Source: an optimization exercise on an open RTL-to-GDS flow (aim: small area). Production flows keep margins and buffers that such runs may drop.
The RTL was checked by simulation tests, not by an equivalence proof against the original design.
No driver is modelled on the clock port, so clocking that relies on it looks cheaper here than on a real chip.

==> inputs of 07-15 <==
// decode_stage
module decode_stage
(
	input  logic      clk,
	input  logic      reset_n,
	input  decode_pkg::word_t     inst_i,
	input  decode_pkg::word_t     pc_i,
	input  logic      reg_we_i,
	input  decode_pkg::reg_addr_t reg_waddr_i,
	input  decode_pkg::word_t     reg_wdata_i,
	input  decode_pkg::reg_addr_t conflict_addr0_i,
	input  decode_pkg::reg_addr_t conflict_addr1_i,
	input  logic      exception_i,
	output decode_pkg::word_t     inst_o,
	output decode_pkg::word_t     pc_o,
	output decode_pkg::word_t     op0_o,
	output decode_pkg::word_t     op1_o,
	output decode_pkg::reg_addr_t reg_waddr_o,
	output logic      reg_we_o,
	output logic      illegal_inst_o,
	output logic      stall_o,
	output logic      branch_valid_o,
	output decode_pkg::word_t     branch_target_o
);
==> module reg_file, before the edit <==
module reg_file
(
	input  logic      clk,
	input  logic      reset_n,
	input  decode_pkg::reg_addr_t raddr0_i,
	input  decode_pkg::reg_addr_t raddr1_i,
	input  decode_pkg::reg_addr_t waddr_i,
	input  logic      we_i,
	input  decode_pkg::word_t     wdata_i,
	output decode_pkg::word_t     rdata0_o,
	output decode_pkg::word_t     rdata1_o
);
	decode_pkg::word_t regs [decode_pkg::NUM_REGS];
	always_ff @(posedge clk)
	begin
		if (reset_n && we_i && (waddr_i != '0))
			regs[waddr_i] <= wdata_i;
	end
	assign rdata0_o = (raddr0_i == '0) ? '0 : regs[raddr0_i];
	assign rdata1_o = (raddr1_i == '0) ? '0 : regs[raddr1_i];
endmodule
==> module branch_unit, before the edit <==
module branch_unit
(
	input  decode_pkg::word_t        inst_i,
	input  decode_pkg::word_t        pc_i,
	input  decode_pkg::word_t        rs_data_i,
	input  decode_pkg::word_t        rt_data_i,
	input  decode_pkg::branch_kind_e branch_kind_i,
	input  logic         is_branch_rel_i,
	input  logic         stall_i,
	output logic         branch_valid_o,
	output decode_pkg::word_t        branch_target_o
);
	decode_pkg::word_t seq_pc;
	decode_pkg::word_t rel_offset;
	logic  rs_zero;
	logic  rs_neg;
	logic  taken;
	assign seq_pc     = pc_i + decode_pkg::XLEN'(4);
	assign rel_offset = {{(decode_pkg::XLEN-18){inst_i[15]}}, inst_i[15:0], 2'b00};
	assign rs_zero    = (rs_data_i == '0);
	assign rs_neg     = rs_data_i[decode_pkg::XLEN-1];
	always_comb
	begin
		case (branch_kind_i)
			decode_pkg::BR_BEQ:      taken = (rs_data_i == rt_data_i);
			decode_pkg::BR_BNE:      taken = (rs_data_i != rt_data_i);
			decode_pkg::BR_BGEZ:     taken = ~rs_neg;
			decode_pkg::BR_BGTZ:     taken = ~rs_neg & ~rs_zero;
			decode_pkg::BR_BLEZ:     taken = rs_neg | rs_zero;
			decode_pkg::BR_BLTZ:     taken = rs_neg;
			decode_pkg::BR_J, decode_pkg::BR_JR: taken = 1'b1;
			default:     taken = 1'b0;
		endcase
	end
	assign branch_valid_o = taken & ~stall_i;
	always_comb
	begin
		if (branch_kind_i == decode_pkg::BR_NONE)
			branch_target_o = '0;
		else if (is_branch_rel_i)
			branch_target_o = seq_pc + rel_offset;
		else if (branch_kind_i == decode_pkg::BR_J)
			branch_target_o = {pc_i[decode_pkg::XLEN-1:decode_pkg::XLEN-4], inst_i[25:0], 2'b00};
		else
			branch_target_o = rs_data_i;
	end
endmodule
make LEC_CHECK=0 CAP_MARGIN=20 CORE_MARGIN=2 CORE_UTILIZATION=40 SETUP_SLACK_MARGIN=0.3 SLEW_MARGIN=20 finish   # period 8.0 ns
run.sh (not shown) runs the stock make flow with config.mk's settings and CLKGATE_MAP_FILE= SYNTH_SCRIPT=/design/flow/synth_recipe.tcl, a recipe that flattens the netlist after the stock synthesis.
==> 01-16: changes against 07-15 <==
--- a/flow/design.v
+++ b/flow/design.v
@@ -243,10 +243,44 @@
 );
-	decode_pkg::word_t regs [decode_pkg::NUM_REGS];
-	always_ff @(posedge clk)
-	begin
-		if (reset_n && we_i && (waddr_i != '0))
-			regs[waddr_i] <= wdata_i;
-	end
-	assign rdata0_o = (raddr0_i == '0) ? '0 : regs[raddr0_i];
-	assign rdata1_o = (raddr1_i == '0) ? '0 : regs[raddr1_i];
+	localparam int NG = (decode_pkg::NUM_REGS + 1) / 3;    
+	decode_pkg::word_t regs [1:3*NG];
+	logic [3*NG:1] rsel0;
+	logic [3*NG:1] rsel1;
+	genvar i, b;
+	generate
+		for (i = 1; i <= 3*NG; i++)
+		begin : g_sel
+			if (i < decode_pkg::NUM_REGS)
+			begin : g_reg
+				always_ff @(posedge clk)
+				begin
+					if (reset_n && we_i && (waddr_i == i))
+						regs[i] <= wdata_i;
+				end
+				assign rsel0[i] = (raddr0_i == i);
+				assign rsel1[i] = (raddr1_i == i);
+			end
+			else
+			begin : g_none
+				assign regs[i]  = '0;
+				assign rsel0[i] = 1'b0;
+				assign rsel1[i] = 1'b0;
+			end
+		end
+	endgenerate
+	generate
+		for (b = 0; b < decode_pkg::XLEN; b++)
+		begin : g_bit
+			logic [NG-1:0] t0;
+			logic [NG-1:0] t1;
+			for (i = 0; i < NG; i++)
+			begin : g_grp
+				assign t0[i] = ~((rsel0[3*i+1] & regs[3*i+1][b]) | (rsel0[3*i+2] & regs[3*i+2][b])
+					| (rsel0[3*i+3] & regs[3*i+3][b]));
+				assign t1[i] = ~((rsel1[3*i+1] & regs[3*i+1][b]) | (rsel1[3*i+2] & regs[3*i+2][b])
+					| (rsel1[3*i+3] & regs[3*i+3][b]));
+			end
+			assign rdata0_o[b] = ~(&t0[3:0]) | ~(&t0[7:4]) | ~(&t0[NG-1:8]);
+			assign rdata1_o[b] = ~(&t1[3:0]) | ~(&t1[7:4]) | ~(&t1[NG-1:8]);
+		end
+	endgenerate
 endmodule
@@ -265,4 +299,9 @@
 );
-	decode_pkg::word_t seq_pc;
-	decode_pkg::word_t rel_offset;
+	localparam int AW = decode_pkg::XLEN - 2;    
+	logic [AW-1:0] a;
+	logic [AW-1:0] b;
+	logic [AW-1:0] p;
+	logic [AW-1:0] g;
+	logic [AW-1:0] c;       
+	logic [AW-1:0] rel_sum;
 	logic  rs_zero;
@@ -270,4 +309,28 @@
 	logic  taken;
-	assign seq_pc     = pc_i + decode_pkg::XLEN'(4);
-	assign rel_offset = {{(decode_pkg::XLEN-18){inst_i[15]}}, inst_i[15:0], 2'b00};
+	assign a = pc_i[decode_pkg::XLEN-1:2];
+	assign b = {{(AW-16){inst_i[15]}}, inst_i[15:0]};
+	assign p = a ^ b;
+	assign g = a & b;
+	always_comb
+	begin
+		logic [AW-1:0] gg;
+		logic [AW-1:0] pp;
+		gg = g;
+		pp = p;
+		gg[0] = g[0] | p[0];
+		for (int i = 1; (1 << i) <= AW; i++)
+			for (int j = (1 << i) - 1; j < AW; j += (1 << i))
+			begin
+				gg[j] = gg[j] | (pp[j] & gg[j - (1 << (i-1))]);
+				pp[j] = pp[j] & pp[j - (1 << (i-1))];
+			end
+		for (int i = 5; i > 0; i--)    
+			for (int j = (1 << i) + (1 << (i-1)) - 1; j < AW; j += (1 << i))
+			begin
+				gg[j] = gg[j] | (pp[j] & gg[j - (1 << (i-1))]);
+				pp[j] = pp[j] & pp[j - (1 << (i-1))];
+			end
+		c = {gg[AW-2:0], 1'b1};
+	end
+	assign rel_sum = p ^ c;
 	assign rs_zero    = (rs_data_i == '0);
@@ -293,3 +356,3 @@
 		else if (is_branch_rel_i)
-			branch_target_o = seq_pc + rel_offset;
+			branch_target_o = {rel_sum, pc_i[1:0]};
 		else if (branch_kind_i == decode_pkg::BR_J)
==> flow/flow/run.sh (new file) <==
#!/bin/bash
# Own layout flow: the standard ORFS flow (standard.sh), with
#  - the standard synthesis, except that ABC maps the logic with another script
#    (flow/area.abc); registers, their names and cell types are those of the standard synthesis;
#  - ports buffered with the smallest buffer instead of clkdlybuf4s50_1;
#  - the resizer kept to small and mid-size buffers (flow/dont_use.tcl).
# Every step writes its full output to a log of its own in the work folder.
set -euo pipefail
W=$(pwd)
export MY_ABC_SCRIPT=$W/flow/area.abc
export BUFFER_PORTS_ARGS="-buffer_cell sky130_fd_sc_hd__buf_1"
export PRE_RESIZE_TCL=$W/flow/dont_use.tcl
export PRE_CTS_TCL=$W/flow/dont_use.tcl
export PRE_GLOBAL_ROUTE_TCL=$W/flow/dont_use.tcl
export PRE_GLOBAL_PLACE_TCL=$W/flow/dont_use.tcl
V=(SYNTH_SCRIPT=$W/flow/area_synth.tcl)
bash standard.sh "${V[@]}" synth     > $W/log_synth.txt 2>&1
bash standard.sh "${V[@]}" floorplan > $W/log_floorplan.txt 2>&1
bash standard.sh "${V[@]}" place     > $W/log_place.txt 2>&1
bash standard.sh "${V[@]}" cts       > $W/log_cts.txt 2>&1
bash standard.sh "${V[@]}" route     > $W/log_route.txt 2>&1
bash standard.sh "${V[@]}" finish    > $W/log_finish.txt 2>&1
==> flow/flow/area.abc (new file) <==
strash
&get -n
&st
&dch
&nf -p -C 32
&put
==> flow/flow/area_synth.tcl (new file) <==
# synth_recipe.tcl (the standard synthesis) with only the ABC mapping script replaced by an area-oriented one
proc synth {args} { yosys synth -nofsm -noshare {*}$args }
proc abc {args} {
  set i [lsearch -exact $args -script]
  if {$i >= 0} { set args [lreplace $args [expr {$i+1}] [expr {$i+1}] $::env(MY_ABC_SCRIPT)] }
  yosys abc {*}$args
}
source $::env(SCRIPTS_DIR)/synth.tcl
# left out here: clear keep_hierarchy, flatten, clean up, hide names made inside functions, write 1_2_yosys.v
==> flow/flow/dont_use.tcl (new file) <==
set_dont_use {sky130_fd_sc_hd__buf_8 sky130_fd_sc_hd__buf_12 sky130_fd_sc_hd__buf_16 sky130_fd_sc_hd__clkdlybuf4s* sky130_fd_sc_hd__dlygate* sky130_fd_sc_hd__dlymetal*}
==> flow/standard.sh (new file) <==
#!/bin/bash
# synth_recipe.tcl (not shown) runs the flow's synth.tcl, then flattens the netlist and writes it again
# the make line also repeats each setting of config.mk as NAME=value (left out here)
make -C /OpenROAD-flow-scripts/flow DESIGN_CONFIG=/design/flow/config.mk WORK_HOME=/design/flow/orfs CLKGATE_MAP_FILE= SYNTH_SCRIPT=/design/flow/synth_recipe.tcl "${@:-finish}"
--- a/flow/config.mk
+++ b/flow/config.mk
@@ -7,6 +7,10 @@
 export LEC_CHECK = 0
-export CAP_MARGIN = 20
+export CAP_MARGIN = 10
 export CORE_MARGIN = 2
 export CORE_UTILIZATION = 40
+export CTS_BUF_LIST = sky130_fd_sc_hd__clkbuf_4 sky130_fd_sc_hd__clkbuf_8
+export CTS_CLUSTER_DIAMETER = 60
+export CTS_CLUSTER_SIZE = 16
+export GPL_TIMING_DRIVEN = 0
 export SETUP_SLACK_MARGIN = 0.3
-export SLEW_MARGIN = 20
+export SLEW_MARGIN = 10
removed: flow/run.sh
==> 08-03: changes against 07-15 <==
--- a/flow/design.v
+++ b/flow/design.v
@@ -243,10 +243,44 @@
 );
-	decode_pkg::word_t regs [decode_pkg::NUM_REGS];
-	always_ff @(posedge clk)
-	begin
-		if (reset_n && we_i && (waddr_i != '0))
-			regs[waddr_i] <= wdata_i;
-	end
-	assign rdata0_o = (raddr0_i == '0) ? '0 : regs[raddr0_i];
-	assign rdata1_o = (raddr1_i == '0) ? '0 : regs[raddr1_i];
+	localparam int NG = (decode_pkg::NUM_REGS + 1) / 3;    
+	decode_pkg::word_t regs [1:3*NG];
+	logic [3*NG:1] rsel0;
+	logic [3*NG:1] rsel1;
+	genvar i, b;
+	generate
+		for (i = 1; i <= 3*NG; i++)
+		begin : g_sel
+			if (i < decode_pkg::NUM_REGS)
+			begin : g_reg
+				always_ff @(posedge clk)
+				begin
+					if (reset_n && we_i && (waddr_i == i))
+						regs[i] <= wdata_i;
+				end
+				assign rsel0[i] = (raddr0_i == i);
+				assign rsel1[i] = (raddr1_i == i);
+			end
+			else
+			begin : g_none
+				assign regs[i]  = '0;
+				assign rsel0[i] = 1'b0;
+				assign rsel1[i] = 1'b0;
+			end
+		end
+	endgenerate
+	generate
+		for (b = 0; b < decode_pkg::XLEN; b++)
+		begin : g_bit
+			logic [NG-1:0] t0;
+			logic [NG-1:0] t1;
+			for (i = 0; i < NG; i++)
+			begin : g_grp
+				assign t0[i] = ~((rsel0[3*i+1] & regs[3*i+1][b]) | (rsel0[3*i+2] & regs[3*i+2][b])
+					| (rsel0[3*i+3] & regs[3*i+3][b]));
+				assign t1[i] = ~((rsel1[3*i+1] & regs[3*i+1][b]) | (rsel1[3*i+2] & regs[3*i+2][b])
+					| (rsel1[3*i+3] & regs[3*i+3][b]));
+			end
+			assign rdata0_o[b] = ~(&t0[3:0]) | ~(&t0[7:4]) | ~(&t0[NG-1:8]);
+			assign rdata1_o[b] = ~(&t1[3:0]) | ~(&t1[7:4]) | ~(&t1[NG-1:8]);
+		end
+	endgenerate
 endmodule
@@ -265,4 +299,9 @@
 );
-	decode_pkg::word_t seq_pc;
-	decode_pkg::word_t rel_offset;
+	localparam int AW = decode_pkg::XLEN - 2;    
+	logic [AW-1:0] a;
+	logic [AW-1:0] b;
+	logic [AW-1:0] p;
+	logic [AW-1:0] g;
+	logic [AW-1:0] c;       
+	logic [AW-1:0] rel_sum;
 	logic  rs_zero;
@@ -270,4 +309,28 @@
 	logic  taken;
-	assign seq_pc     = pc_i + decode_pkg::XLEN'(4);
-	assign rel_offset = {{(decode_pkg::XLEN-18){inst_i[15]}}, inst_i[15:0], 2'b00};
+	assign a = pc_i[decode_pkg::XLEN-1:2];
+	assign b = {{(AW-16){inst_i[15]}}, inst_i[15:0]};
+	assign p = a ^ b;
+	assign g = a & b;
+	always_comb
+	begin
+		logic [AW-1:0] gg;
+		logic [AW-1:0] pp;
+		gg = g;
+		pp = p;
+		gg[0] = g[0] | p[0];
+		for (int i = 1; (1 << i) <= AW; i++)
+			for (int j = (1 << i) - 1; j < AW; j += (1 << i))
+			begin
+				gg[j] = gg[j] | (pp[j] & gg[j - (1 << (i-1))]);
+				pp[j] = pp[j] & pp[j - (1 << (i-1))];
+			end
+		for (int i = 5; i > 0; i--)    
+			for (int j = (1 << i) + (1 << (i-1)) - 1; j < AW; j += (1 << i))
+			begin
+				gg[j] = gg[j] | (pp[j] & gg[j - (1 << (i-1))]);
+				pp[j] = pp[j] & pp[j - (1 << (i-1))];
+			end
+		c = {gg[AW-2:0], 1'b1};
+	end
+	assign rel_sum = p ^ c;
 	assign rs_zero    = (rs_data_i == '0);
@@ -293,3 +356,3 @@
 		else if (is_branch_rel_i)
-			branch_target_o = seq_pc + rel_offset;
+			branch_target_o = {rel_sum, pc_i[1:0]};
 		else if (branch_kind_i == decode_pkg::BR_J)
==> flow/flow/run.sh (new file) <==
#!/bin/bash
# Own layout flow: the standard ORFS flow (standard.sh), with
#  - the standard synthesis, except that ABC maps the logic with another script
#    (flow/area.abc); registers, their names and cell types are those of the standard synthesis;
#  - ports buffered with the smallest buffer instead of clkdlybuf4s50_1;
#  - the resizer kept to small and mid-size buffers (flow/dont_use.tcl).
# Every step writes its full output to a log of its own in the work folder.
set -euo pipefail
W=$(pwd)
export MY_ABC_SCRIPT=$W/flow/area.abc
export BUFFER_PORTS_ARGS="-buffer_cell sky130_fd_sc_hd__buf_1"
export PRE_RESIZE_TCL=$W/flow/dont_use.tcl
export PRE_CTS_TCL=$W/flow/dont_use.tcl
export PRE_GLOBAL_ROUTE_TCL=$W/flow/dont_use.tcl
export PRE_GLOBAL_PLACE_TCL=$W/flow/dont_use.tcl
V=(SYNTH_SCRIPT=$W/flow/area_synth.tcl)
bash standard.sh "${V[@]}" synth     > $W/log_synth.txt 2>&1
bash standard.sh "${V[@]}" floorplan > $W/log_floorplan.txt 2>&1
bash standard.sh "${V[@]}" place     > $W/log_place.txt 2>&1
bash standard.sh "${V[@]}" cts       > $W/log_cts.txt 2>&1
bash standard.sh "${V[@]}" route     > $W/log_route.txt 2>&1
bash standard.sh "${V[@]}" finish    > $W/log_finish.txt 2>&1
==> flow/flow/area.abc (new file) <==
strash
&get -n
&st
&dch
&nf -p -C 32
&put
==> flow/flow/area_synth.tcl (new file) <==
# synth_recipe.tcl (the standard synthesis) with only the ABC mapping script replaced by an area-oriented one
proc synth {args} { yosys synth -nofsm -noshare {*}$args }
proc abc {args} {
  set i [lsearch -exact $args -script]
  if {$i >= 0} { set args [lreplace $args [expr {$i+1}] [expr {$i+1}] $::env(MY_ABC_SCRIPT)] }
  yosys abc {*}$args
}
source $::env(SCRIPTS_DIR)/synth.tcl
# left out here: clear keep_hierarchy, flatten, clean up, hide names made inside functions, write 1_2_yosys.v
==> flow/flow/dont_use.tcl (new file) <==
set_dont_use {sky130_fd_sc_hd__buf_12 sky130_fd_sc_hd__buf_16 sky130_fd_sc_hd__clkdlybuf4s* sky130_fd_sc_hd__dlygate* sky130_fd_sc_hd__dlymetal*}
==> flow/standard.sh (new file) <==
#!/bin/bash
# synth_recipe.tcl (not shown) runs the flow's synth.tcl, then flattens the netlist and writes it again
# the make line also repeats each setting of config.mk as NAME=value (left out here)
make -C /OpenROAD-flow-scripts/flow DESIGN_CONFIG=/design/flow/config.mk WORK_HOME=/design/flow/orfs CLKGATE_MAP_FILE= SYNTH_SCRIPT=/design/flow/synth_recipe.tcl "${@:-finish}"
--- a/flow/config.mk
+++ b/flow/config.mk
@@ -7,6 +7,10 @@
 export LEC_CHECK = 0
-export CAP_MARGIN = 20
+export CAP_MARGIN = 10
 export CORE_MARGIN = 2
 export CORE_UTILIZATION = 40
+export CTS_BUF_LIST = sky130_fd_sc_hd__clkbuf_4 sky130_fd_sc_hd__clkbuf_8
+export CTS_CLUSTER_DIAMETER = 60
+export CTS_CLUSTER_SIZE = 16
+export GPL_TIMING_DRIVEN = 0
 export SETUP_SLACK_MARGIN = 0.3
-export SLEW_MARGIN = 20
+export SLEW_MARGIN = 10
removed: flow/run.sh
==> run_results.csv <==
group,metric,value,unit
worst_setup_path,crit_chain,"buf_2 > nor4_1 > and2_2 > buf_6 > a222oi_1 > nand4_1 > or3_1 > xor2_1 > nor4_4 > nand4_1 > buf_2 > o21ba_1 > o41a_1 > buf_1",
layout,nClkBuffers,119,
yosys,synth_area_leaders,"edfxtp_1, a222oi_1, dfxtp_1",
outcome,status,"timing/DRC/antenna clean",
yosys,synth-adder-area-share,0.01406,
clocking,clock_latency,0.81,ns
yosys,avgSynthCellArea,16.26,um^2
worst_setup_path,slowest_stage,"nor4_4",
hold_path,holdPathEnd,"u_issue.op1_o[24]",
That was 01-16.
==> run_results.csv <==
group,metric,value,unit
hold_path,holdPathEnd,"u_issue.op1_o[24]",
clocking,clock_latency,0.79,ns
yosys,avgSynthCellArea,16.26,um^2
outcome,status,"timing/DRC/antenna clean",
worst_setup_path,crit_chain,"buf_2 > nor4b_1 > nor2b_4 > buf_8 > a222oi_1 > nand4_1 > or3_1 > xor2_1 > nor4_4 > nand4_1 > buf_2 > o21ba_1 > o41a_1 > buf_1",
worst_setup_path,slowest_stage,"nor2b_4",
That was 08-03.
==> run_results.csv <==
group,metric,value,unit
yosys,avgSynthCellArea,16.52,um^2
outcome,status,"timing/DRC/antenna clean",
hold_path,holdPathEnd,"u_issue.op1_o[8]",
clocking,clock_latency,0.74,ns
yosys,synth-adder-area-share,0.01339,
That was 07-15.

port drivers added, routing unchanged:
In the flow no input, the clock included, has a driving cell. The finished layouts below were timed again as built, in two steps.
Step 1, drivers: a clkbuf_16 drives clk and a buf_2 each remaining input, both assumed.
Step 2 times the ports against the registers' clock, not the clock port: input delays grow and output delays shrink by t, the midpoint of the rising clock arrivals with the driver on.
a / b / c = ideal / step 1 / step 2; a / b = the first two.
run	shift t [ns]	setup WS [ns]	pins driven straight from the clock port
07-15	0.815	0.381 / 0.348 / 0.348	1
01-16	0.857	0.133 / 0.104 / 0.104	1
08-03	0.845	0.121 / 0.097 / 0.097	1
After both steps every run listed still meets setup and hold. For 07-15, which loses most, drivers alone change the setup slack by -0.033 ns; drivers and shift together by -0.033 ns.
